From an optimization exercise on the open Yosys and OpenROAD flow, aimed at small area and few clock cycles; shortcuts taken in it are not production practice. Only simulation tests tie the RTL to the original design; equivalence was not proved. Power and IR drop assume default switching activity.

==> flow/design.v (excerpt) <==
module switch_ingress
(
    input  logic        clk,
    input  logic        rst_n,
    input  logic        in0_vld,
    input  logic        in0_sop,
    input  logic        in0_eop,
    input  logic [31:0] in0_data,
    input  logic        in1_vld,
    input  logic        in1_sop,
    input  logic        in1_eop,
    input  logic [31:0] in1_data,
    output logic        in_ready0,
    output logic        in_ready1,
    output logic        out_vld,
    output logic        out_sop,
    output logic        out_eop,
    output logic        out_src,
    output logic [1:0]  out_dest,
    output logic [31:0] out_data,
    input  logic        out_ready
);
    logic [31:0] rd0, rd1, rd;
    logic [1:0]  pr0, pr1;
    logic [4:0]  ln0, ln1;
    logic [3:0]  lowcnt;
    logic        pmode, prio1;
    logic        av0, av1;
    logic        busy, src, insop, last, ready_q;
    logic [4:0]  rem;
    logic [1:0]  dest_q;
    logic        pick1, start, cur, xfer;
    in_port port0 (
        .clk      (clk),
        .rst_n    (rst_n),
        .vld      (in0_vld),
        .sop      (in0_sop),
        .eop      (in0_eop),
        .data     (in0_data),
        .in_ready (in_ready0),
        .rd_sel   (~cur & ~out_sop),
        .dsc_sel  (~cur & out_sop),
  ...
export LEC_CHECK = 0
export CAP_MARGIN = 20
export CORE_MARGIN = 2
export CORE_UTILIZATION = 40
export PLACE_DENSITY = 0.6
export SLEW_MARGIN = 20
create_clock -name core_clock -period 7.5 [get_ports {clk}]
standard.sh (not shown) runs the stock make flow with config.mk's settings and CLKGATE_MAP_FILE= SYNTH_SCRIPT=/design/flow/synth_recipe.tcl, a recipe that flattens the netlist after the stock synthesis.
==> flow/flow/run.sh <==
#!/bin/bash
set -euo pipefail
export BUFFER_PORTS_ARGS="-buffer_cell sky130_fd_sc_hd__buf_1"
export CTS_ARGS="-sink_clustering_enable -repair_clock_nets -dont_use_dummy_load"
bash standard.sh > standard_flow.log 2>&1
The starting point finished with timing, DRC and antenna clean.
Testbench counts at the start, summed over its fixed seeds: cycles 15,698.
Next try:
==> flow/run.sh (new file) <==
#!/bin/bash
# synth_recipe.tcl (not shown) runs the flow's synth.tcl, then flattens the netlist and writes it again
# the make line also repeats each setting of config.mk as NAME=value (left out here)
make -C /OpenROAD-flow-scripts/flow DESIGN_CONFIG=/design/flow/config.mk WORK_HOME=/design/flow/orfs CLKGATE_MAP_FILE= SYNTH_SCRIPT=/design/flow/synth_recipe.tcl finish
CTS_CLUSTER_DIAMETER = 120   (was default)
CTS_CLUSTER_SIZE = 24   (was default)
removed: flow/flow/run.sh
removed: flow/standard.sh
Outcome:
- setup slack is worse by 490 ps
- synthesized area stays the same
- maximum frequency came out lower by 7.1%
- routed wire length came out higher by 1.6%
- clock power came out lower by 28%
- total power came out lower by 5.5%
- core utilization came out lower by 0.42 points
- worst hold slack is better by 5.5 ps

========
Setup of old:
switch_ingress, a different RTL version from the one above (not shown whole).
Size in the first run: about 2,900 cells after synthesis, roughly 110 I/O pins, about 45,000 um2 of cells after synthesis.
clock: 7.5 ns
lec_check: 0
cap_margin: 20
core_margin: 2
core_utilization: 40
cts_buf_list: sky130_fd_sc_hd__clkbuf_4
place_density: 0.6
slew_margin: 20
run.sh (not shown) runs the stock make flow with config.mk's settings and CLKGATE_MAP_FILE= SYNTH_SCRIPT=/design/flow/synth_recipe.tcl, a recipe that flattens the netlist after the stock synthesis.
Stock flow here: none of the scripts above is used.
Testbench counts of old, summed over its fixed seeds: cycles 16,115.
The inputs of new differ from those of old as listed below.
- CTS_BUF_LIST: sky130_fd_sc_hd__clkbuf_4 -> unset
Results
new reports a lower final critical-path required period than old does.
Of new and old, it is new that has the lower share of cells above drive strength 1.
Any difference in fraction of area in multi-input gates between new and old is small enough to ignore.
Power consumed by the clock network: higher on new
Utilization across old and new: no real change.
Average wire per standard cell: new > old
Comparing old with new, the relative area change from synthesis to final layout came out essentially unchanged.
Taking old as the reference point, the global-route wire length before repair of new falls by about 1.2%.
Number of antenna-violating nets in the routed design came out exactly the same in old and new.
new reports its highest metal layer with signal wires as met5 while old reports met4.
Proportion of power drawn by combinational gates, old and new, lower one = new.

port drivers added, routing unchanged:
Ports are ideal in the flow. The routed layouts listed here were re-timed in OpenROAD. Step 1 sets driving cells, clkbuf_16 on the clock port and buf_2 on the other inputs (assumed; they add their load-dependent delay and slew). Step 2, shift: input delay + t, output delay - t, t = (earliest + latest rising clock arrival at the registers) / 2. This alone moves slack from input paths to output paths. a / b / c = no drivers / after step 1 / after step 2; a / b = the first two.
run	t (ns)	setup slack, ns	worst slew at a driven data input, ns
the first run of note 1	0.750	1.068 / 0.992 / 1.742	0.14
the second run of note 1	0.750	0.576 / 0.500 / 1.250	0.11
old	1.196	0.331 / 0.260 / 1.456	0.11
new	0.786	0.749 / 0.671 / 1.458	0.11
After both steps setup and hold are still met in every run listed.
